This is an optimization exercise on Yosys and OpenROAD, whose aim is small area and a short achievable clock period, not a production implementation. At most, simulation tests tie the RTL to the original design; equivalence was not proved. The RTL of run 1 was laid out without a check of its function. Power is estimated from default activity; no workload was simulated.

==> flow/design.v (outline; a module is shown in full before it is edited, if it fits) <==
// module state_capture: 92 lines
// module q_sel_gen: 20 lines
// module q_sel_bit: 15 lines
// module q_gt: 38 lines
// module gt_bit: 9 lines
// module gt_inv: 6 lines
// module q_inv: 6 lines
// module gt_node_p: 11 lines
// module gt_node_n: 11 lines
// module q_update: 802 lines
// module csa_fa: 10 lines
// module carry16: 21 lines
// module action_select: 51 lines
// module episode_control: 39 lines
// module dynaq_datapath: 92 lines
// module prefix_add: 26 lines
module dynaq_datapath (
  input  logic                          clk,
  input  logic                          reset,
  input  logic                          qvalue_en,
  input  logic                          reward_en,
  input  logic                          current_location_en,
  input  logic                          next_location_en,
  input  logic                          location_select,
  input  logic                          max_en,
  input  logic                          g_en,
  input  logic                          g_select,
  input  logic                          rng_en,
  input  logic                          action_en,
  input  logic                          step_en,
  input  logic                          step_select,
  input  logic                          epsilon_decay_en,
  input  logic                          episode_end,
  input  dynaq_data_pkg::location_t     start_location,
  input  dynaq_data_pkg::location_t     env_next_location,
  input  dynaq_data_pkg::qvalue_t       qvalue_0,
  input  dynaq_data_pkg::qvalue_t       qvalue_1,
  input  dynaq_data_pkg::qvalue_t       qvalue_2,
  input  dynaq_data_pkg::qvalue_t       qvalue_3,
  input  dynaq_data_pkg::reward_t       reward,
  output dynaq_data_pkg::location_t     current_location,
  output dynaq_data_pkg::location_t     next_location,
  output dynaq_policy_pkg::step_t       step_count,
  output dynaq_data_pkg::qvalue_t       qtable_data,
  output dynaq_policy_pkg::action_t     action,
  output logic                          done,
  output logic                          completed
);
  // ...
==> flow/flow/run.sh <==
#!/bin/bash
# Standard layout, with the port buffers taken from a plain buffer cell
# instead of the default pick.
export BUFFER_PORTS_ARGS="-buffer_cell sky130_fd_sc_hd__buf_2"
bash standard.sh > standard_run.log 2>&1
==> flow/standard.sh <==
#!/bin/bash
# synth_recipe.tcl (not shown) runs the flow's synth.tcl, then flattens the netlist and writes it again
# the make line also repeats each setting of config.mk as NAME=value (left out here)
make -C /OpenROAD-flow-scripts/flow DESIGN_CONFIG=/design/flow/config.mk WORK_HOME=/design/flow/orfs CLKGATE_MAP_FILE= SYNTH_SCRIPT=/design/flow/synth_recipe.tcl "${@:-finish}"
==> flow/config.mk <==
export PLATFORM = sky130hd
export DESIGN_NAME = dynaq_datapath
export DESIGN_NICKNAME = dynaq_datapath
export VERILOG_FILES = /design/flow/design.v
export SDC_FILE = /design/flow/constraint.sdc
export NUM_CORES = 4
export LEC_CHECK = 0
export CAP_MARGIN = 20
export CORE_MARGIN = 2
export CORE_UTILIZATION = 40
export PLACE_DENSITY = 0.6
export SETUP_SLACK_MARGIN = 4
export SLEW_MARGIN = 20
export SYNTH_HIERARCHICAL = 1
==> flow/constraint.sdc <==
create_clock -name core_clock -period 7.5 [get_ports {clk}]
set_input_delay 1.5000 -clock core_clock [delete_from_list [all_inputs] [get_ports {clk}]]
set_output_delay 1.5000 -clock core_clock [all_outputs]
set_load 0.01 [all_outputs]
==> summary.txt, run 1 <==
maximum clock insertion buffer count -> 3
area of the mapped netlist -> 35600 sq um
final setup violation count -> 0
sequential cell area share -> 0.188
post-detailed-route wirelength per cell -> 18.9 microns
worst min-delay path endpoint -> u_episode_control.completed
number of cells on the worst reg-to-reg path -> 17
IO buf count -> 384
clock network latency to the later pin of the worst-skew pair -> 0.59 ns
clk pwr -> 2.10 mW
sum of buffers and inverters on the critical path -> 4
CTS tree -> done
Post-layout nets -> 5268
GR Util met2 -> 0.358
Yosys Warn Count -> 12
result of the run -> timing/DRC/antenna clean
category of cells accounting for the largest share of critical-path delay -> compound AO/OA/AOI/OAI gates
switching pwr -> 9.50 mW
Data required, critical path -> 7.98 ns
global route overflow -> 0
pins over their slew limit -> 0
clock sink total -> 318
start point of the critical path -> u_q_update.max_carry
via count of the first global-routing pass -> 28800
all-layer global routing usage -> 0.231
start point of the worst min-delay path -> u_episode_control.completed
WP depth -> 17
clock tree buffer count of the final layout -> 57
Vert. Die Dim -> 302 microns
Worst-path clk slew -> 0.06 ns
slew at the pin closest to its max-slew limit -> 1.11 ns
Inverters excl. clock -> 400
clock buffer count from CTS -> 42
maximum number of pins on one net before global-route repair -> 112
Worst R2R Setup Slack -> 3.92 ns
number of sequential cells in the layout -> 318
slowest stage cell, crit path -> sky130_fd_sc_hd__a2111oi_4
die area -> 91300 sq um
pre-CTS setup slack -> 2.95 ns
global-route met3 utilization -> 0.0340
power per cell area -> 478 nW/um^2
Final Cell Area -> 42400 sq um
==> module state_capture, before the edit <==
module state_capture (
  input  logic                        clk,
  input  logic                        reset,
  input  logic                        qvalue_en,
  input  logic                        reward_en,
  input  logic                        current_location_en,
  input  logic                        next_location_en,
  input  logic                        location_select,
  input  dynaq_data_pkg::location_t   start_location,
  input  dynaq_data_pkg::location_t   env_next_location,
  input  dynaq_data_pkg::qvalue_t     qvalue_0,
  input  dynaq_data_pkg::qvalue_t     qvalue_1,
  input  dynaq_data_pkg::qvalue_t     qvalue_2,
  input  dynaq_data_pkg::qvalue_t     qvalue_3,
  input  dynaq_data_pkg::reward_t     reward,
  output dynaq_data_pkg::location_t   current_location,
  output dynaq_data_pkg::location_t   next_location,
  output dynaq_data_pkg::qvalue_t     q_max,
  output dynaq_policy_pkg::action_t   greedy_action,
  output dynaq_data_pkg::reward_t     reward_q,
  output logic                        goal
);
  dynaq_data_pkg::location_t current_location_d;
  dynaq_data_pkg::location_t next_location_d;
  logic [3:0] g10n, g32n, g20n, g21n, g30n, g31n;
  logic pick_1, pick_3, pick_hi;
  dynaq_data_pkg::qvalue_t qn0, qn1, qn2;
  q_inv u_inv0 (.a(qvalue_0), .y(qn0));
  q_inv u_inv1 (.a(qvalue_1), .y(qn1));
  q_inv u_inv2 (.a(qvalue_2), .y(qn2));
  q_gt u_gt10 (.a(qvalue_1), .b(qvalue_0), .bn(qn0), .gtn(g10n));
  q_gt u_gt32 (.a(qvalue_3), .b(qvalue_2), .bn(qn2), .gtn(g32n));
  q_gt u_gt20 (.a(qvalue_2), .b(qvalue_0), .bn(qn0), .gtn(g20n));
  q_gt u_gt21 (.a(qvalue_2), .b(qvalue_1), .bn(qn1), .gtn(g21n));
  q_gt u_gt30 (.a(qvalue_3), .b(qvalue_0), .bn(qn0), .gtn(g30n));
  q_gt u_gt31 (.a(qvalue_3), .b(qvalue_1), .bn(qn1), .gtn(g31n));
  assign pick_1  = ~g10n[0];
  assign pick_3  = ~g32n[0];
  assign pick_hi = pick_3 ? (pick_1 ? ~g31n[0] : ~g30n[0]) : (pick_1 ? ~g21n[0] : ~g20n[0]);
  dynaq_data_pkg::qvalue_t q_max_d;
  for (genvar c = 0; c < 8; c++) begin : g_sel
    logic s0, s1, s2, s3, hold;
    q_sel_gen u_gen (
      .en (qvalue_en), .p1n (g10n[c/2]), .p3n (g32n[c/2]),
      .g20n (g20n[c/2]), .g21n (g21n[c/2]), .g30n (g30n[c/2]), .g31n (g31n[c/2]),
      .s0 (s0), .s1 (s1), .s2 (s2), .s3 (s3), .hold (hold)
    );
    for (genvar k = 8 * c; k < 8 * c + 8; k++) begin : g_bit
      q_sel_bit u_bit (
        .s0 (s0), .s1 (s1), .s2 (s2), .s3 (s3), .hold (hold),
        .q0 (qvalue_0[k]), .q1 (qvalue_1[k]), .q2 (qvalue_2[k]), .q3 (qvalue_3[k]),
        .qm (q_max[k]), .d (q_max_d[k])
      );
    end
  end
  assign current_location_d = location_select ? next_location : start_location;
  assign next_location_d    = location_select ? env_next_location : start_location;
  always_ff @(posedge clk or negedge reset) begin
    if (!reset) begin
      q_max <= '0;
    end else begin
      q_max <= q_max_d;
    end
  end
  always_ff @(posedge clk or negedge reset) begin
    if (!reset) begin
      greedy_action <= '0;
    end else if (qvalue_en) begin
      greedy_action <= {pick_hi, pick_hi ? pick_3 : pick_1};
    end
  end
  always_ff @(posedge clk or negedge reset) begin
    if (!reset) begin
      reward_q <= '0;
      goal     <= 1'b0;
    end else if (reward_en) begin
      reward_q <= reward;
      goal     <= &reward[11-2:0];
    end
  end
  always_ff @(posedge clk or negedge reset) begin
    if (!reset) begin
      current_location <= '0;
      next_location    <= '0;
    end else begin
      if (current_location_en)
        current_location <= current_location_d;
      if (next_location_en)
        next_location <= next_location_d;
    end
  end
endmodule
==> module q_gt, before the edit <==
module q_gt (
  input  dynaq_data_pkg::qvalue_t a,
  input  dynaq_data_pkg::qvalue_t b,
  input  dynaq_data_pkg::qvalue_t bn,
  output logic [3:0]              gtn
);
  logic [63:0] gn0, en0;
  logic [31:0] g1, e1;
  logic [15:0] gn2, en2;
  logic [7:0]  g3, e3;
  logic [3:0]  gn4, en4;
  logic [1:0]  g5, e5;
  logic [3:0]  e6;
  for (genvar i = 0; i < 63; i++) begin : g_l0
    gt_bit u_b (.a(a[i]), .bn(bn[i]), .gn(gn0[i]), .en(en0[i]));
  end
  logic an63;
  gt_inv u_s_inv (.a(a[63]), .y(an63));
  gt_bit u_s (.a(an63), .bn(b[63]), .gn(gn0[63]), .en(en0[63]));
  for (genvar i = 0; i < 32; i++) begin : g_l1
    gt_node_n u_n (.gh(gn0[2*i+1]), .eh(en0[2*i+1]), .gl(gn0[2*i]), .el(en0[2*i]), .g(g1[i]), .e(e1[i]));
  end
  for (genvar i = 0; i < 16; i++) begin : g_l2
    gt_node_p u_n (.gh(g1[2*i+1]), .eh(e1[2*i+1]), .gl(g1[2*i]), .el(e1[2*i]), .g(gn2[i]), .e(en2[i]));
  end
  for (genvar i = 0; i < 8; i++) begin : g_l3
    gt_node_n u_n (.gh(gn2[2*i+1]), .eh(en2[2*i+1]), .gl(gn2[2*i]), .el(en2[2*i]), .g(g3[i]), .e(e3[i]));
  end
  for (genvar i = 0; i < 4; i++) begin : g_l4
    gt_node_p u_n (.gh(g3[2*i+1]), .eh(e3[2*i+1]), .gl(g3[2*i]), .el(e3[2*i]), .g(gn4[i]), .e(en4[i]));
  end
  for (genvar i = 0; i < 2; i++) begin : g_l5
    gt_node_n u_n (.gh(gn4[2*i+1]), .eh(en4[2*i+1]), .gl(gn4[2*i]), .el(en4[2*i]), .g(g5[i]), .e(e5[i]));
  end
  for (genvar c = 0; c < 4; c++) begin : g_l6
    gt_node_p u_n (.gh(g5[1]), .eh(e5[1]), .gl(g5[0]), .el(e5[0]), .g(gtn[c]), .e(e6[c]));
  end
endmodule
==> module carry16, before the edit <==
module carry16 (
  input  logic [15:0] a,
  input  logic [15:0] b,
  output logic        c
);
  logic [7:0] gn1, pn1;
  logic [3:0] g2, p2;
  logic [1:0] gn3, pn3;
  logic       p4;
  for (genvar i = 0; i < 8; i++) begin : g_l1
    gt_node_p u_n (.gh(a[2*i+1] & b[2*i+1]), .eh(a[2*i+1] | b[2*i+1]),
                   .gl(a[2*i] & b[2*i]), .el(a[2*i] | b[2*i]), .g(gn1[i]), .e(pn1[i]));
  end
  for (genvar i = 0; i < 4; i++) begin : g_l2
    gt_node_n u_n (.gh(gn1[2*i+1]), .eh(pn1[2*i+1]), .gl(gn1[2*i]), .el(pn1[2*i]), .g(g2[i]), .e(p2[i]));
  end
  for (genvar i = 0; i < 2; i++) begin : g_l3
    gt_node_p u_n (.gh(g2[2*i+1]), .eh(p2[2*i+1]), .gl(g2[2*i]), .el(p2[2*i]), .g(gn3[i]), .e(pn3[i]));
  end
  gt_node_n u_l4 (.gh(gn3[1]), .eh(pn3[1]), .gl(gn3[0]), .el(pn3[0]), .g(c), .e(p4));
endmodule
==> run 2, diff against run 1 <==
--- a/flow/design.v
+++ b/flow/design.v
@@ -34,7 +34,7 @@
 );
   dynaq_data_pkg::location_t current_location_d;
   dynaq_data_pkg::location_t next_location_d;
-  logic [3:0] g10n, g32n, g20n, g21n, g30n, g31n;
+  logic [7:0] g10n, g32n, g20n, g21n, g30n, g31n;
   logic pick_1, pick_3, pick_hi;
   dynaq_data_pkg::qvalue_t qn0, qn1, qn2;
   q_inv u_inv0 (.a(qvalue_0), .y(qn0));
@@ -50,14 +50,14 @@
   assign pick_3  = ~g32n[0];
   assign pick_hi = pick_3 ? (pick_1 ? ~g31n[0] : ~g30n[0]) : (pick_1 ? ~g21n[0] : ~g20n[0]);
   dynaq_data_pkg::qvalue_t q_max_d;
-  for (genvar c = 0; c < 8; c++) begin : g_sel
+  for (genvar c = 0; c < 16; c++) begin : g_sel
     logic s0, s1, s2, s3, hold;
     q_sel_gen u_gen (
       .en (qvalue_en), .p1n (g10n[c/2]), .p3n (g32n[c/2]),
       .g20n (g20n[c/2]), .g21n (g21n[c/2]), .g30n (g30n[c/2]), .g31n (g31n[c/2]),
       .s0 (s0), .s1 (s1), .s2 (s2), .s3 (s3), .hold (hold)
     );
-    for (genvar k = 8 * c; k < 8 * c + 8; k++) begin : g_bit
+    for (genvar k = 4 * c; k < 4 * c + 4; k++) begin : g_bit
       q_sel_bit u_bit (
         .s0 (s0), .s1 (s1), .s2 (s2), .s3 (s3), .hold (hold),
         .q0 (qvalue_0[k]), .q1 (qvalue_1[k]), .q2 (qvalue_2[k]), .q3 (qvalue_3[k]),
@@ -141,7 +141,7 @@
   input  dynaq_data_pkg::qvalue_t a,
   input  dynaq_data_pkg::qvalue_t b,
   input  dynaq_data_pkg::qvalue_t bn,
-  output logic [3:0]              gtn
+  output logic [7:0]              gtn
 );
   logic [63:0] gn0, en0;
   logic [31:0] g1, e1;
@@ -149,7 +149,7 @@
   logic [7:0]  g3, e3;
   logic [3:0]  gn4, en4;
   logic [1:0]  g5, e5;
-  logic [3:0]  e6;
+  logic [7:0]  e6;
   for (genvar i = 0; i < 63; i++) begin : g_l0
     gt_bit u_b (.a(a[i]), .bn(bn[i]), .gn(gn0[i]), .en(en0[i]));
   end
@@ -171,7 +171,7 @@
   for (genvar i = 0; i < 2; i++) begin : g_l5
     gt_node_n u_n (.gh(gn4[2*i+1]), .eh(en4[2*i+1]), .gl(gn4[2*i]), .el(en4[2*i]), .g(g5[i]), .e(e5[i]));
   end
-  for (genvar c = 0; c < 4; c++) begin : g_l6
+  for (genvar c = 0; c < 8; c++) begin : g_l6
     gt_node_p u_n (.gh(g5[1]), .eh(e5[1]), .gl(g5[0]), .el(e5[0]), .g(gtn[c]), .e(e6[c]));
   end
 endmodule
@@ -1036,21 +1036,25 @@
   input  logic [15:0] b,
   output logic        c
 );
-  logic [7:0] gn1, pn1;
-  logic [3:0] g2, p2;
-  logic [1:0] gn3, pn3;
-  logic       p4;
+  logic [15:0] gn0, tn0;
+  logic [7:0]  g1, t1;
+  logic [3:0]  gn2, tn2;
+  logic [1:0]  g3, t3;
+  logic        cn, tn4;
+  for (genvar i = 0; i < 16; i++) begin : g_pg
+    gt_bit u_pg (.a(a[i]), .bn(b[i]), .gn(gn0[i]), .en(tn0[i]));
+  end
   for (genvar i = 0; i < 8; i++) begin : g_l1
-    gt_node_p u_n (.gh(a[2*i+1] & b[2*i+1]), .eh(a[2*i+1] | b[2*i+1]),
-                   .gl(a[2*i] & b[2*i]), .el(a[2*i] | b[2*i]), .g(gn1[i]), .e(pn1[i]));
+    gt_node_n u_n (.gh(gn0[2*i+1]), .eh(tn0[2*i+1]), .gl(gn0[2*i]), .el(tn0[2*i]), .g(g1[i]), .e(t1[i]));
   end
   for (genvar i = 0; i < 4; i++) begin : g_l2
-    gt_node_n u_n (.gh(gn1[2*i+1]), .eh(pn1[2*i+1]), .gl(gn1[2*i]), .el(pn1[2*i]), .g(g2[i]), .e(p2[i]));
+    gt_node_p u_n (.gh(g1[2*i+1]), .eh(t1[2*i+1]), .gl(g1[2*i]), .el(t1[2*i]), .g(gn2[i]), .e(tn2[i]));
   end
   for (genvar i = 0; i < 2; i++) begin : g_l3
-    gt_node_p u_n (.gh(g2[2*i+1]), .eh(p2[2*i+1]), .gl(g2[2*i]), .el(p2[2*i]), .g(gn3[i]), .e(pn3[i]));
+    gt_node_n u_n (.gh(gn2[2*i+1]), .eh(tn2[2*i+1]), .gl(gn2[2*i]), .el(tn2[2*i]), .g(g3[i]), .e(t3[i]));
   end
-  gt_node_n u_l4 (.gh(gn3[1]), .eh(pn3[1]), .gl(gn3[0]), .el(pn3[0]), .g(c), .e(p4));
+  gt_node_p u_l4 (.gh(g3[1]), .eh(t3[1]), .gl(g3[0]), .el(t3[0]), .g(cn), .e(tn4));
+  gt_inv u_out (.a(cn), .y(c));
 endmodule
 `timescale 1ns/100ps
 module action_select (
--- a/flow/config.mk
+++ b/flow/config.mk
@@ -9,6 +9,6 @@
 export CORE_MARGIN = 2
 export CORE_UTILIZATION = 40
 export PLACE_DENSITY = 0.6
-export SETUP_SLACK_MARGIN = 4
+export SETUP_SLACK_MARGIN = 4.15
 export SLEW_MARGIN = 20
 export SYNTH_HIERARCHICAL = 1
==> run 2 against run 1 <==
Sequential power barely moved. Synthesized cell count rose by 2.7%. Wire length rose by 3.9%. Clock power barely moved. Clock skew rose by 0.0076 ns. Hold slack got worse by 0.0032 ns. Sequential share of layout area fell by 0.56 points. Core utilization rose by 0.89 points. Setup slack improved by 0.14 ns. Clock-buffer cell count fell by 7. Critical endpoint is now u_q_update.max_carry. Largest cell class unchanged. Largest power group unchanged.
==> summary.txt, run 2 <==
ratio of final minimum period to clock period -> 0.459 (was 0.478)
slowest stage cell, crit path -> sky130_fd_sc_hd__fa_1 (was sky130_fd_sc_hd__a2111oi_4)
synthesized area per cell -> 8.86 sq um (was 8.93 sq um)
post-route setup TNS -> 0 ns (unchanged)
IO buf count -> 384 (unchanged)
unrepaired setup endpoints after global routing -> yes (unchanged)
highest achievable clock rate -> 290 MHz (was 279 MHz)
Layout area overhead -> 21.3% (was 19.1%)
global route overflow -> 0 (unchanged)
most common cell after layout, fill and taps aside -> sky130_fd_sc_hd__nor2_1 (unchanged)
kind of path behind the tightest hold check -> reg2reg (unchanged)
Worst-path clk slew -> 0.06 ns (about the same)
detailed-router iteration count before antenna repair -> 8 (unchanged)
global placer's final weighted congestion -> 0.932 (was 0.941)
Final Hold Violating Endpoints -> 0 (unchanged)
clock buffer count from CTS -> 41 (was 42)
placed standard-cell area -> 39700 sq um (was 39000 sq um)
Vert. Die Dim -> 305 microns (was 302 microns)
Relative slew margins -> 0.361 (was 0.254)
maximum number of pins on one net before global-route repair -> 116 (was 112)
horizontal die dimension -> 305 microns (was 302 microns)
delay of the slowest cell on the worst path -> 0.56 ns (was 0.48 ns)
power per cell area -> 468 nW/um^2 (was 478 nW/um^2)
Antenna Nets Post-Route -> 0 (unchanged)
DR DRC count -> 0 (unchanged)
initial cell density of the core -> 0.403 (about the same)
clock sink total -> 318 (unchanged)
critical path cell sequence -> fa_1 > fa_1 > fa_1 > fa_1 > nor2_2 > nor2_2 > nand2_1 > nor2_1 > a21oi_2 > inv_1 > mux2_4 (was inv_2 > fa_2 > inv_2 > fa_2 > a211oi_4 > o211ai_1 > nand3b_4 > a2111oi_4 > buf_4 > buf_6 > nor4_4 > nor3b_2 > o21a_1 > nor2_1 > xnor2_1 > mux2i_1 > a21oi_1)
via count of the first global-routing pass -> 30100 (was 28800)
start point of the critical path -> u_state_capture.q_max[15] (was u_q_update.max_carry)
sum of buffers and inverters on the critical path -> 1 (was 4)
category of cells accounting for the largest share of critical-path delay -> adder cells (was compound AO/OA/AOI/OAI gates)
number of cells produced by synthesis -> 4088 (was 3980)
maximum clock insertion buffer count -> 3 (unchanged)
kind of end point of the critical path -> flip-flop (unchanged)
Data required, critical path -> 7.95 ns (was 7.98 ns)
arrival time of the worst setup path -> 3.89 ns (was 4.06 ns)
final setup violation count -> 0 (unchanged)
crit-path most repeated cell -> sky130_fd_sc_hd__fa_1
number of vias per cell after detailed routing -> 5.31 (was 5.28)
fill count -> 8449 (was 8413)
overall routed net length -> 111000 microns (was 107000 microns)
pins over their slew limit -> 0 (unchanged)
Post-layout nets -> 5402 (was 5268)
number of antenna violations at the first check in global routing -> 35 (was 15)
all-layer global routing usage -> 0.234 (was 0.231)
startpoint of the worst-slack reg-to-reg timing path -> u_state_capture.q_max[15] (was u_q_update.max_carry)
type of the setup path with the least slack -> reg2reg (unchanged)
share of post-route cells with drive strength above 1 -> 0.306 (was 0.270)
Max rail drop VDD -> 0.000216 V (was 0.000264 V)
number of cells on the worst reg-to-reg path -> 11 (was 17)
WP depth -> 11 (was 17)
Final Cell Area -> 43900 sq um (was 42400 sq um)
result of the run -> timing/DRC/antenna clean (unchanged)
Std-Cell Rows -> 110 (was 109)
Post-CTS Hold Buffers -> 0 (unchanged)
number of cells on the worst hold path -> 1 (unchanged)
slew at the pin closest to its max-slew limit -> 0.959 ns (was 1.11 ns)
Final min period -> 3.44 ns (was 3.58 ns)
Leak Pwr -> 19.9 nW (was 19.4 nW)
post-detailed-route wirelength per cell -> 19.0 microns (was 18.9 microns)
start point of the worst min-delay path -> u_episode_control.completed (unchanged)
number of top-level design ports -> 385 (unchanged)
die area -> 93000 sq um (was 91300 sq um)
Worst Clk Skew -> 0.0409 ns (was 0.0333 ns)
global-route wire length before repair -> 172000 microns (was 164000 microns)
CTS H-Tree Depth -> 2 (unchanged)
half-perimeter wire length after placement -> 86500 microns (was 84100 microns)
placeable core area -> 89900 sq um (was 88200 sq um)
drt initial violations -> 2590 (was 2144)
CTS tree -> done (unchanged)
total vias in the final route -> 31000 (was 29900)
maxcap violations -> 0 (unchanged)
Yosys Warn Count -> 12 (unchanged)
maximum net fanout on the critical path -> 2 (was 3)
library cell used as clock root buffer -> sky130_fd_sc_hd__clkbuf_16 (unchanged)
most used cells in the layout excluding fill and tap cells -> sky130_fd_sc_hd__nor2_1, sky130_fd_sc_hd__nand2_1, sky130_fd_sc_hd__inv_1, sky130_fd_sc_hd__fa_1, sky130_fd_sc_hd__buf_2 (was sky130_fd_sc_hd__nor2_1, sky130_fd_sc_hd__nand2_1, sky130_fd_sc_hd__inv_1, sky130_fd_sc_hd__buf_2, sky130_fd_sc_hd__fa_1)
startpoint type of the worst setup path -> flip-flop (unchanged)
area of the mapped netlist -> 36200 sq um (was 35600 sq um)
clock network latency to the later pin of the worst-skew pair -> 0.59 ns (about the same)
[run 2: layout make-up]
| class | instances | area, sq um | share of cell area |
|---|---|---|---|
| Clock inverter | 23 | 283 | 0.00643 |
| Tap cell | 1176 | 1470 | 0.0335 |
| Multi-Input combinational cell | 3312 | 28200 | 0.641 |
| Sequential cell | 318 | 8040 | 0.183 |
| Antenna cell | 26 | 65.1 | 0.00148 |
| Inverter | 421 | 1590 | 0.0361 |
| Clock buffer | 50 | 1110 | 0.0253 |
| Timing Repair Buffer | 505 | 3240 | 0.0737 |
[run 2: path summary, 6_finish.rpt]
kind,end,slack [ns]
max in group asynchronous,u_state_capture.q_max[10],5.34
max reg2reg,u_q_update.max_carry,4.06
max,u_q_update.max_carry,4.06
min reg2reg,u_episode_control.completed,0.46
min in group asynchronous,u_state_capture.q_max[54],0.91
min,u_episode_control.completed,0.46
[run 2: report_power, final]
part	internal, mW	total [mW]	switching (mW)	leakage [nW]
combinational	7.06	15.0	7.90	15.5
clock	1.23	2.07	0.839	0.672
sequential	2.57	3.53	0.958	3.69
total	10.9	20.6	9.70	19.9
[run 2: repair_timing]
action	4_1_cts	5_1_grt
gates cloned	1	0
setup endpoints to repair	110	146
setup buffers	69	44
resized for setup	93	300
pin swaps	60	155
[run 2: through the flow]
stage	setup WS (ns)	instances	hold slack, ns	power [mW]	util
6_report	4.06	5831	0.462	20.6	0.489
5_1_grt	3.89	5831	0.468	22.9	0.489
4_1_cts	4.00	5761	0.463	20.1	0.472
3_5_place_dp	3.17	5618	0.449	17.6	0.442
3_3_place_gp	3.22	5618	0.443	17.2	0.442
2_1_floorplan	4.04	4093	0.458	13.3	-
[run 2: per-layer routing]
metal | global-route usage | wire length [microns] | vias up
met2 | 0.360 | 49100 | 953
met1 | 0.331 | 51200 | 15000
met5 | 0 | 107 | -
met4 | 0.0801 | 3720 | 16
li1 | - | - | 14800
met3 | 0.0421 | 6950 | 190
==> run 3, diff against run 2 <==
--- a/flow/config.mk
+++ b/flow/config.mk
@@ -9,6 +9,6 @@
 export CORE_MARGIN = 2
 export CORE_UTILIZATION = 40
 export PLACE_DENSITY = 0.6
-export SETUP_SLACK_MARGIN = 4.15
+export SETUP_SLACK_MARGIN = 4
 export SLEW_MARGIN = 20
 export SYNTH_HIERARCHICAL = 1
==> run 3 against run 2 <==
Clock-buffer cell count fell by 3. Setup slack got worse by 0.043 ns. Cell area shrank 2.5%. Highest routed layer is now met4.
==> summary.txt, run 3 <==
kind of path behind the tightest hold check -> reg2reg (unchanged)
final setup violation count -> 0 (unchanged)
sum of buffers and inverters on the critical path -> 4 (was 1)
startpoint type of the worst setup path -> primary input (was flip-flop)
maximum net fanout on the critical path -> 8 (was 2)
synthesized area per cell -> 8.86 sq um (unchanged)
number of standard cells in the layout, taps in and fillers out -> 5795 (was 5831)
number of antenna violations at the first check in global routing -> 19 (was 35)
critical path cell sequence -> buf_2 > inv_1 > nor2_2 > nor2_1 > a21oi_2 > o21ai_2 > a21oi_4 > o21ai_4 > buf_12 > buf_4 > a21oi_4 > mux2i_1 > nor2_2 > a222oi_1 > nand2_1 (was fa_1 > fa_1 > fa_1 > fa_1 > nor2_2 > nor2_2 > nand2_1 > nor2_1 > a21oi_2 > inv_1 > mux2_4)
unrepaired setup endpoints after global routing -> yes (unchanged)
number of cells produced by synthesis -> 4088 (unchanged)
area of the mapped netlist -> 36200 sq um (unchanged)
kind of end point of the critical path -> flip-flop (unchanged)
delay of the slowest cell on the worst path -> 0.34 ns (was 0.56 ns)
total vias in the final route -> 30800 (was 31000)
via count of the first global-routing pass -> 30200 (was 30100)
CTS tree -> done (unchanged)
slew at the pin closest to its max-slew limit -> 0.810 ns (was 0.959 ns)
overall routed net length -> 110000 microns (was 111000 microns)
post-detailed-route wirelength per cell -> 19.0 microns (about the same)
half-perimeter wire length after placement -> 86100 microns (was 86500 microns)
CTS H-Tree Depth -> 2 (unchanged)
share of post-route cells with drive strength above 1 -> 0.257 (was 0.306)
Worst Clk Skew -> 0.0244 ns (was 0.0409 ns)
number of vias per cell after detailed routing -> 5.31 (about the same)
Worst-path clk slew -> 0.06 ns (about the same)
WP depth -> 15 (was 11)
Antenna Nets Post-Route -> 0 (unchanged)
post-route setup TNS -> 0 ns (unchanged)
Leak Pwr -> 19.7 nW (was 19.9 nW)
power per cell area -> 471 nW/um^2 (was 468 nW/um^2)
setup slack of the critical path after layout -> 4.01 ns (was 4.06 ns)
die area -> 93000 sq um (unchanged)
ratio of final minimum period to clock period -> 0.465 (was 0.459)
arrival time of the worst setup path -> 3.95 ns (was 3.89 ns)
maxcap violations -> 0 (unchanged)
clock network latency to the later pin of the worst-skew pair -> 0.61 ns (was 0.59 ns)
Yosys Warn Count -> 12 (unchanged)
Std-Cell Rows -> 110 (unchanged)
Post-layout nets -> 5374 (was 5402)
most used cells in the layout excluding fill and tap cells -> sky130_fd_sc_hd__nor2_1, sky130_fd_sc_hd__nand2_1, sky130_fd_sc_hd__inv_1, sky130_fd_sc_hd__fa_1, sky130_fd_sc_hd__buf_2 (unchanged)
Final min period -> 3.49 ns (was 3.44 ns)
clock sink total -> 318 (unchanged)
DR DRC count -> 0 (unchanged)
number of cells on the worst reg-to-reg path -> 11 (unchanged)
global-route wire length before repair -> 171000 microns (was 172000 microns)
IO buf count -> 384 (unchanged)
category of cells accounting for the largest share of critical-path delay -> compound AO/OA/AOI/OAI gates (was adder cells)
cell count after placement -> 5619 (was 5618)
Vert. Die Dim -> 305 microns (unchanged)
worst hold margin -> 0.463 ns (was 0.462 ns)
drt initial violations -> 2813 (was 2590)
result of the run -> timing/DRC/antenna clean (unchanged)
all-layer global routing usage -> 0.232 (was 0.234)
Layout Utilization -> 0.477 (was 0.489)
maximum clock insertion buffer count -> 3 (unchanged)
Final Hold Violating Endpoints -> 0 (unchanged)
global route overflow -> 0 (unchanged)
placeable core area -> 89900 sq um (unchanged)
detailed-router iteration count before antenna repair -> 9 (was 8)
Relative slew margins -> 0.460 (was 0.361)
slowest stage cell, crit path -> sky130_fd_sc_hd__a222oi_1 (was sky130_fd_sc_hd__fa_1)
Layout area overhead -> 18.3% (was 21.3%)
maximum number of pins on one net before global-route repair -> 133 (was 116)
highest achievable clock rate -> 287 MHz (was 290 MHz)
pins over their slew limit -> 0 (unchanged)
clock buffer count from CTS -> 43 (was 41)
Max rail drop VDD -> 0.000310 V (was 0.000216 V)
type of the setup path with the least slack -> in2reg (was reg2reg)
number of cells on the worst hold path -> 1 (unchanged)
initial cell density of the core -> 0.403 (unchanged)
library cell used as clock root buffer -> sky130_fd_sc_hd__clkbuf_16 (unchanged)
Data required, critical path -> 7.97 ns (was 7.95 ns)
most common cell after layout, fill and taps aside -> sky130_fd_sc_hd__nor2_1 (unchanged)
global placer's final weighted congestion -> 0.955 (was 0.932)
pre-CTS setup slack -> 3.20 ns (was 3.17 ns)
number of top-level design ports -> 385 (unchanged)
horizontal die dimension -> 305 microns (unchanged)
==> run 3: power breakdown <==
part	switching, mW	total (mW)	internal, mW
Combinational	7.71	14.5	6.77
Clock	0.914	2.21	1.30
Sequential	0.946	3.50	2.56
Total	9.57	20.2	10.6
==> run 3: metrics by stage <==
step                      instance area, sq um  power (mW)
after floorplan                          36500        13.3
after global placement                   39700        17.3
after detailed placement                 39700        17.6
after CTS                                41700        20.1
after global routing                     42900        22.5
final                                    42900        20.2
==> run 3: layout make-up <==
class	count	area [sq um]
Antenna cell	14	35.0
Inverter	421	1580
Fill cell	8546	47000
Clock buffer	47	1110
Timing Repair Buffer	473	2890
Clock inverter	32	399
Multi-Input combinational cell	3314	27400
Sequential cell	318	7990
Tap cell	1176	1470
==> run 3: per-layer routing <==
layer / GRT usage / vias up / wire length [microns]
met1: 0.339 / 14900 / 52300
met3: 0.0271 / 159 / 5880
met4: 0.0688 / 0 / 2940
met5: 0 / - / 0
met2: 0.360 / 956 / 48900
li1: - / 14800 / -
==> run 3: path summary, 6_finish.rpt <==
| path | slack, ns | endpoint | startpoint |
|---|---|---|---|
| max | 4.01 | u_state_capture.q_max[9] | qvalue_2[39] |
| min | 0.46 | u_episode_control.completed | u_episode_control.completed |
| max reg2reg | 4.05 | u_q_update.max_carry | u_state_capture.q_max[10] |
| min reg2reg | 0.46 | u_episode_control.completed | u_episode_control.completed |
| max in group asynchronous | 5.37 | u_q_update.max_row_a[3] | reset |
| min in group asynchronous | 0.88 | u_state_capture.q_max[58] | reset |
==> run 3: what timing repair did <==
item,4_1_cts,5_1_grt
hold buffers,0,0
resized for setup,45,125
setup buffers,31,49
gates cloned,0,3
pin swaps,21,86
setup endpoints to repair,98,101
==> run 3: worst register-to-register path, cell delays in order (launching register included) <==
cell and delay, ns:
sky130_fd_sc_hd__dfrtp_4 0.54, sky130_fd_sc_hd__fa_1 0.55, sky130_fd_sc_hd__fa_1 0.43, sky130_fd_sc_hd__fa_1 0.51, sky130_fd_sc_hd__fa_1 0.45, sky130_fd_sc_hd__nor2_2 0.16
sky130_fd_sc_hd__nor2_2 0.07, sky130_fd_sc_hd__a21oi_2 0.15, sky130_fd_sc_hd__o21ai_2 0.08, sky130_fd_sc_hd__a21oi_2 0.11, sky130_fd_sc_hd__inv_1 0.05, sky130_fd_sc_hd__mux2_4 0.25
==> run 4, diff against run 3 <==
--- a/flow/config.mk
+++ b/flow/config.mk
@@ -9,6 +9,6 @@
 export CORE_MARGIN = 2
 export CORE_UTILIZATION = 40
 export PLACE_DENSITY = 0.6
-export SETUP_SLACK_MARGIN = 4
+export SETUP_SLACK_MARGIN = 3.85
 export SLEW_MARGIN = 20
 export SYNTH_HIERARCHICAL = 1
==> run 4 against run 3 <==
Sequential share of layout area rose by 0.23 points. Area after synthesis did not move. Highest routed layer unchanged. Register-to-register slack got worse by 0.10 ns. Setup slack got worse by 0.068 ns. Combinational power barely moved. Global-route usage barely moved. First-iteration DRC count fell by 0.18%.
==> summary.txt, run 4 <==
WP depth -> 11 (was 15)
delay of the slowest cell on the worst path -> 0.58 ns (was 0.34 ns)
die area -> 93000 sq um (unchanged)
horizontal die dimension -> 305 microns (unchanged)
multi-input combinational cell area -> 27100 sq um (was 27400 sq um)
number of top-level design ports -> 385 (unchanged)
kind of path behind the tightest hold check -> reg2reg (unchanged)
most used cells in the layout excluding fill and tap cells -> sky130_fd_sc_hd__nor2_1, sky130_fd_sc_hd__nand2_1, sky130_fd_sc_hd__inv_1, sky130_fd_sc_hd__buf_2, sky130_fd_sc_hd__fa_1 (was sky130_fd_sc_hd__nor2_1, sky130_fd_sc_hd__nand2_1, sky130_fd_sc_hd__inv_1, sky130_fd_sc_hd__fa_1, sky130_fd_sc_hd__buf_2)
critical path cell sequence -> fa_1 > fa_1 > fa_1 > fa_1 > nor2_2 > nor2_2 > a21oi_2 > o21ai_2 > a21oi_2 > inv_1 > mux2_4 (was buf_2 > inv_1 > nor2_2 > nor2_1 > a21oi_2 > o21ai_2 > a21oi_4 > o21ai_4 > buf_12 > buf_4 > a21oi_4 > mux2i_1 > nor2_2 > a222oi_1 > nand2_1)
amount of wire on met2 after detailed routing -> 48600 microns (was 48900 microns)
Logic pwr share -> 0.719 (was 0.717)
DR DRC count -> 0 (unchanged)
post-route setup TNS -> 0 ns (unchanged)
startpoint type of the worst setup path -> flip-flop (was primary input)
share of post-route cells with drive strength above 1 -> 0.243 (was 0.257)
Worst R2R Setup Slack -> 3.95 ns (was 4.05 ns)
register cell area after layout -> 7980 sq um (was 7990 sq um)
detailed-router iteration count before antenna repair -> 9 (unchanged)
maxcap violations -> 0 (unchanged)
Total Power -> 20.0 mW (was 20.2 mW)
sum of routed wire segments on met1 -> 51600 microns (was 52300 microns)
clock network latency to the later pin of the worst-skew pair -> 0.59 ns (was 0.61 ns)
Worst Clk Skew -> 0.0224 ns (was 0.0244 ns)
met3 wire len -> 5940 microns (was 5880 microns)
highest routing layer actually used -> met4 (unchanged)
Clock Power Share -> 0.106 (was 0.110)
unrepaired setup endpoints after global routing -> yes (unchanged)
most common cell after layout, fill and taps aside -> sky130_fd_sc_hd__nor2_1 (unchanged)
Max rail drop VDD -> 0.000282 V (was 0.000310 V)
global-route wire length before repair -> 170000 microns (was 171000 microns)
synthesized area per cell -> 8.86 sq um (unchanged)
CTS H-Tree Depth -> 2 (unchanged)
number of cells produced by synthesis -> 4088 (unchanged)
number of vias per cell after detailed routing -> 5.33 (was 5.31)
placeable core area -> 89900 sq um (unchanged)
switching pwr -> 9.50 mW (was 9.57 mW)
slowest stage cell, crit path -> sky130_fd_sc_hd__fa_1 (was sky130_fd_sc_hd__a222oi_1)
clock sink total -> 318 (unchanged)
ratio of final minimum period to clock period -> 0.474 (was 0.465)
Final min period -> 3.55 ns (was 3.49 ns)
Layout area overhead -> 16.8% (was 18.3%)
Vert. Die Dim -> 305 microns (unchanged)
end point of the critical path -> u_q_update.max_carry (was u_state_capture.q_max[9])
Data required, critical path -> 7.96 ns (was 7.97 ns)
sum of buffers and inverters on the critical path -> 1 (was 4)
Std-Cell Rows -> 110 (unchanged)
global placer's final weighted congestion -> 0.963 (was 0.955)
maximum number of pins on one net before global-route repair -> 116 (was 133)
number of antenna violations at the first check in global routing -> 21 (was 19)
Relative slew margins -> 0.345 (was 0.460)
slew at the pin closest to its max-slew limit -> 0.983 ns (was 0.810 ns)
category of cells accounting for the largest share of critical-path delay -> adder cells (was compound AO/OA/AOI/OAI gates)
kind of end point of the critical path -> flip-flop (unchanged)
post-detailed-route wirelength per cell -> 18.9 microns (was 19.0 microns)
Worst-path clk slew -> 0.06 ns (about the same)
Post-layout nets -> 5354 (was 5374)
IO buf count -> 384 (unchanged)
final setup violation count -> 0 (unchanged)
Yosys Warn Count -> 12 (unchanged)
fill count -> 8694 (was 8546)
type of the setup path with the least slack -> reg2reg (was in2reg)
overall routed net length -> 109000 microns (was 110000 microns)
cell-internal power -> 10.6 mW (about the same)
setup slack of the critical path after layout -> 3.95 ns (was 4.01 ns)
all-layer global routing usage -> 0.232 (about the same)
clock buffer count from CTS -> 41 (was 43)
drt initial violations -> 2808 (was 2813)
result of the run -> timing/DRC/antenna clean (unchanged)
Leak Pwr -> 19.5 nW (was 19.7 nW)
start point of the worst min-delay path -> u_episode_control.completed (unchanged)
Post-CTS Hold Buffers -> 0 (unchanged)
total vias in the final route -> 30800 (about the same)
highest achievable clock rate -> 281 MHz (was 287 MHz)
Antenna Nets Post-Route -> 0 (unchanged)
CTS tree -> done (unchanged)
initial cell density of the core -> 0.403 (unchanged)
start point of the critical path -> u_state_capture.q_max[14] (was qvalue_2[39])
maximum net fanout on the critical path -> 2 (was 8)
Final Hold Violating Endpoints -> 0 (unchanged)
startpoint of the worst-slack reg-to-reg timing path -> u_state_capture.q_max[14] (was u_state_capture.q_max[10])
number of cells on the worst reg-to-reg path -> 11 (unchanged)
global route overflow -> 0 (unchanged)
power per cell area -> 474 nW/um^2 (was 471 nW/um^2)
crit-path most repeated cell -> sky130_fd_sc_hd__fa_1
half-perimeter wire length after placement -> 86300 microns (was 86100 microns)
pins over their slew limit -> 0 (unchanged)
pre-CTS setup slack -> 2.79 ns (was 3.20 ns)
worst hold margin -> 0.462 ns (was 0.463 ns)
arrival time of the worst setup path -> 4.02 ns (was 3.95 ns)
area of the mapped netlist -> 36200 sq um (unchanged)
switch share -> 0.474 (about the same)
maximum clock insertion buffer count -> 3 (unchanged)
via count of the first global-routing pass -> 30000 (was 30200)
share of total power in sequential cells -> 0.175 (was 0.173)
Reg-to-Reg End -> u_q_update.max_carry (unchanged)
library cell used as clock root buffer -> sky130_fd_sc_hd__clkbuf_16 (unchanged)
-- run 4: cell type report --
cell class / instances / share of cell area
well taps: 1176 / 0.0348
clock inverters: 22 / 0.00606
flip-flops and latches: 318 / 0.189
inverters: 421 / 0.0373
multi-input cells: 3313 / 0.641
repair buffers: 456 / 0.0628
clock buffers: 53 / 0.0279
diodes: 20 / 0.00118
-- run 4: worst min path at each step --
stage                                  endpoint  slack, ns  cells after the start
floorplan                  u_q_update.max_carry       0.46                      1
global placement    u_episode_control.completed       0.44                      1
detailed placement  u_episode_control.completed       0.46                      1
CTS                 u_episode_control.completed       0.47                      1
global route        u_episode_control.completed       0.49                      1
finish              u_episode_control.completed       0.46                      1
-- run 4: what timing repair did --
action	in CTS	in global routing
pin swaps	5	47
hold endpoints to repair	0	0
resized for setup	49	85
gates cloned	0	2
setup buffers	19	43
endpoints found under the setup margin	94	94
-- run 4: routing by layer --
layer | up-vias | global-route usage
met4 | 0 | 0.0680
li1 | 14700 | -
met5 | - | 0
met1 | 14900 | 0.340
met2 | 986 | 0.360
met3 | 137 | 0.0264
-- run 4: through the flow --
stage | cell area (sq um) | utilization | instances
2_1_floorplan | 36300 | - | 4093
3_3_place_gp | 39500 | 0.439 | 5620
3_5_place_dp | 39500 | 0.439 | 5620
4_1_cts | 41300 | 0.460 | 5714
5_1_grt | 42300 | 0.471 | 5779
6_report | 42300 | 0.471 | 5779
-- run 4: worst reg2reg max path, delay by kind of cell (launching register included) --
| family | cells | cell delay, ns |
|---|---|---|
| buffers and inverters | 1 | 0.05 |
| DFF | 1 | 0.50 |
| adders and majority gates | 4 | 2.08 |
| AOI/OAI and AO/OA | 3 | 0.37 |
| and+or+nand+nor | 2 | 0.20 |
| muxes | 1 | 0.25 |
-- run 4: power groups by stage --
stage / logic [mW] / registers [mW] / clock network (mW)
5_1_grt: 16.5 / 3.63 / 2.25
6_report: 14.4 / 3.50 / 2.13
2_1_floorplan: 9.98 / 3.31 / 0
3_5_place_dp: 14.0 / 3.58 / 0
3_3_place_gp: 13.7 / 3.56 / 0
4_1_cts: 14.2 / 3.52 / 2.20
==> run 5, diff against run 4 <==
--- a/flow/config.mk
+++ b/flow/config.mk
@@ -7,8 +7,8 @@
 export LEC_CHECK = 0
 export CAP_MARGIN = 20
 export CORE_MARGIN = 2
-export CORE_UTILIZATION = 40
-export PLACE_DENSITY = 0.6
-export SETUP_SLACK_MARGIN = 3.85
+export CORE_UTILIZATION = 55
+export PLACE_DENSITY = 0.7
+export SETUP_SLACK_MARGIN = 4
 export SLEW_MARGIN = 20
 export SYNTH_HIERARCHICAL = 1
==> run 5 against run 4 <==
Largest power group unchanged. Register-to-register slack better by 0.12 ns. Still clean on timing, DRC and antenna. Clock power is 3% lower. Clock skew rose by 0.0061 ns.
==> summary.txt, run 5 <==
result of the run -> timing/DRC/antenna clean (unchanged)
area of the mapped netlist -> 36200 sq um (unchanged)
share of post-route cells with drive strength above 1 -> 0.249 (was 0.243)
Logic pwr share -> 0.722 (was 0.719)
Final Hold Violating Endpoints -> 0 (unchanged)
CTS tree -> done (unchanged)
number of cells produced by synthesis -> 4088 (unchanged)
IO buf count -> 384 (unchanged)
half-perimeter wire length after placement -> 80500 microns (was 86300 microns)
Layout area overhead -> 16.6% (was 16.8%)
total vias in the final route -> 31300 (was 30800)
placeable core area -> 65500 sq um (was 89900 sq um)
Data required, critical path -> 7.93 ns (was 7.96 ns)
number of vias per cell after detailed routing -> 5.72 (was 5.33)
cell-internal power -> 10.6 mW (about the same)
Yosys Warn Count -> 12 (unchanged)
die area -> 67900 sq um (was 93000 sq um)
post-detailed-route wirelength per cell -> 19.0 microns (was 18.9 microns)
maximum clock insertion buffer count -> 3 (unchanged)
all-layer global routing usage -> 0.302 (was 0.232)
global-route wire length before repair -> 161000 microns (was 170000 microns)
clock buffer count from CTS -> 40 (was 41)
ratio of final minimum period to clock period -> 0.466 (was 0.474)
type of the setup path with the least slack -> in2reg (was reg2reg)
Final Cell Area -> 42200 sq um (was 42300 sq um)
via count of the first global-routing pass -> 29700 (was 30000)
number of antenna violations at the first check in global routing -> 14 (was 21)
share of total power in sequential cells -> 0.175 (about the same)
Antenna Nets Post-Route -> 0 (unchanged)
Std-Cell Rows -> 94 (was 110)
number of cells on the worst reg-to-reg path -> 11 (unchanged)
Vert. Die Dim -> 261 microns (was 305 microns)
Max rail drop VDD -> 0.000302 V (was 0.000282 V)
arrival time of the worst setup path -> 3.93 ns (was 4.02 ns)
clock network latency to the later pin of the worst-skew pair -> 0.58 ns (was 0.59 ns)
Worst Clk Skew -> 0.0285 ns (was 0.0224 ns)
maxcap violations -> 0 (unchanged)
highest achievable clock rate -> 286 MHz (was 281 MHz)
global route overflow -> 0 (unchanged)
switching pwr -> 9.58 mW (was 9.50 mW)
switch share -> 0.474 (about the same)
unrepaired setup endpoints after global routing -> yes (unchanged)
library cell used as clock root buffer -> sky130_fd_sc_hd__clkbuf_16 (unchanged)
maximum net fanout on the critical path -> 8 (was 2)
CTS H-Tree Depth -> 2 (unchanged)
post-route setup TNS -> 0 ns (unchanged)
Relative slew margins -> 0.371 (was 0.345)
most used cells in the layout excluding fill and tap cells -> sky130_fd_sc_hd__nor2_1, sky130_fd_sc_hd__nand2_1, sky130_fd_sc_hd__inv_1, sky130_fd_sc_hd__buf_2, sky130_fd_sc_hd__fa_1 (unchanged)
maximum number of pins on one net before global-route repair -> 146 (was 116)
Leak Pwr -> 19.6 nW (was 19.5 nW)
most common cell after layout, fill and taps aside -> sky130_fd_sc_hd__nor2_1 (unchanged)
startpoint type of the worst setup path -> primary input (was flip-flop)
number of cells on the worst hold path -> 1 (unchanged)
pins over their slew limit -> 0 (unchanged)
Clock Power Share -> 0.102 (was 0.106)
global placer's final weighted congestion -> 0.971 (was 0.963)
Layout Utilization -> 0.645 (was 0.471)
kind of end point of the critical path -> flip-flop (unchanged)
power per cell area -> 479 nW/um^2 (was 474 nW/um^2)
Post-layout nets -> 5369 (was 5354)
setup slack of the critical path after layout -> 4.01 ns (was 3.95 ns)
fill count -> 5477 (was 8694)
drt initial violations -> 2859 (was 2808)
initial cell density of the core -> 0.553 (was 0.403)
clock sink total -> 318 (unchanged)
Worst-path clk slew -> 0.06 ns (about the same)
final setup violation count -> 0 (unchanged)
kind of path behind the tightest hold check -> reg2reg (unchanged)
horizontal die dimension -> 261 microns (was 305 microns)
slew at the pin closest to its max-slew limit -> 0.943 ns (was 0.983 ns)
Final min period -> 3.49 ns (was 3.55 ns)
DR DRC count -> 0 (unchanged)
overall routed net length -> 104000 microns (was 109000 microns)
pre-CTS setup slack -> 3.13 ns (was 2.79 ns)
number of top-level design ports -> 385 (unchanged)
placed standard-cell area -> 39300 sq um (was 39500 sq um)
detailed-router iteration count before antenna repair -> 9 (unchanged)
synthesized area per cell -> 8.86 sq um (unchanged)
[run 5: final timing paths]
path	from	to	slack [ns]
setup reg to reg	u_state_capture.q_max[10]	u_q_update.max_carry	4.07
max in group asynchronous	reset	u_state_capture.q_max[10]	4.94
min in group asynchronous	reset	u_q_update.qtable_data[63]	0.99
hold / removal	u_episode_control.completed	u_episode_control.completed	0.48
hold reg to reg	u_episode_control.completed	u_episode_control.completed	0.48
setup / recovery	qvalue_0[35]	u_state_capture.q_max[21]	4.01
[run 5: power by group through the flow]
stage | logic (mW) | registers (mW) | clock network, mW
5_1_grt | 16.4 | 3.66 | 2.18
2_1_floorplan | 10.0 | 3.31 | 0
3_5_place_dp | 13.9 | 3.57 | 0
6_report | 14.6 | 3.54 | 2.07
3_3_place_gp | 13.5 | 3.55 | 0
4_1_cts | 14.2 | 3.55 | 2.11
[run 5: area by class of cell]
class | instances | area, sq um | share of cell area
sequential | 318 | 7970 | 0.189
multi-input combinational | 3313 | 27300 | 0.646
inverter | 421 | 1580 | 0.0374
tap | 864 | 1080 | 0.0256
timing repair buffer | 472 | 2910 | 0.0688
clock inverter | 23 | 292 | 0.00690
antenna | 10 | 25.0 | 0.000592
clock buffer | 51 | 1100 | 0.0261
[run 5: critical path, cell delays in order]
cell and delay [ns]:
sky130_fd_sc_hd__buf_2 0.14, sky130_fd_sc_hd__inv_1 0.12, sky130_fd_sc_hd__nor2_2 0.17, sky130_fd_sc_hd__nor2_1 0.09
sky130_fd_sc_hd__a21oi_2 0.18, sky130_fd_sc_hd__o21ai_2 0.09, sky130_fd_sc_hd__a21oi_2 0.23, sky130_fd_sc_hd__o21ai_4 0.11
sky130_fd_sc_hd__buf_12 0.16, sky130_fd_sc_hd__a21oi_4 0.31, sky130_fd_sc_hd__buf_6 0.16, sky130_fd_sc_hd__mux2i_1 0.07
sky130_fd_sc_hd__and3_1 0.25, sky130_fd_sc_hd__a22oi_1 0.24, sky130_fd_sc_hd__nand2_1 0.09
[run 5: what timing repair did]
action	4_1_cts	5_1_grt
gates cloned	1	1
hold buffers	0	0
setup buffers	16	62
gates resized for setup	31	97
pin swaps	12	64
endpoints found under the setup margin	94	98
[run 5: metrics by stage]
step / hold WS [ns] / power (mW) / cells
2_1_floorplan: 0.458 / 13.3 / 4093
3_3_place_gp: 0.445 / 17.0 / 5308
3_5_place_dp: 0.476 / 17.5 / 5308
4_1_cts: 0.489 / 19.8 / 5399
5_1_grt: 0.499 / 22.3 / 5467
6_report: 0.478 / 20.2 / 5472
[run 5: per-layer routing]
metal,part of all wire,global-route usage,vias to the layer above
met3,0.071,0.0422,200
li1,-,-,14800
met5,0.00056,0,-
met2,0.45,0.468,1241
met4,0.030,0.0905,10
met1,0.45,0.441,15100

## afterwards: timing with drivers on the ports
The results above use ideal ports. As a check the final layouts listed here were re-extracted and re-timed, cells and wires unchanged. Step 1, drivers: a clkbuf_16 drives clk and a buf_2 each remaining input, both assumed. Step 2, shift: input delay + t, output delay - t, t = (earliest + latest rising clock arrival at the registers) / 2. This alone moves slack from input paths to output paths. Three values: ideal, step 1, step 2; two values: the first two.
run	shift t [ns]	slack for setup (ns)	hold slack, ns	slew at the worst register clock pin (ns)
run 1	0.633	3.919 / 3.919 / 3.416	0.465 / 0.465 / 0.465	0.06 / 0.06
run 2	0.627	4.057 / 4.057 / 3.517	0.462 / 0.462 / 0.462	0.07 / 0.07
run 3	0.654	4.013 / 4.043 / 3.389	0.463 / 0.463 / 0.463	0.06 / 0.06
run 4	0.635	3.945 / 3.945 / 3.344	0.462 / 0.462 / 0.462	0.07 / 0.07
run 5	0.625	4.008 / 4.026 / 3.401	0.478 / 0.478 / 0.478	0.08 / 0.08
After both steps setup and hold are still met in every run listed. For run 3, which loses most, drivers alone change the setup slack by +0.030 ns; drivers and shift together by -0.624 ns.
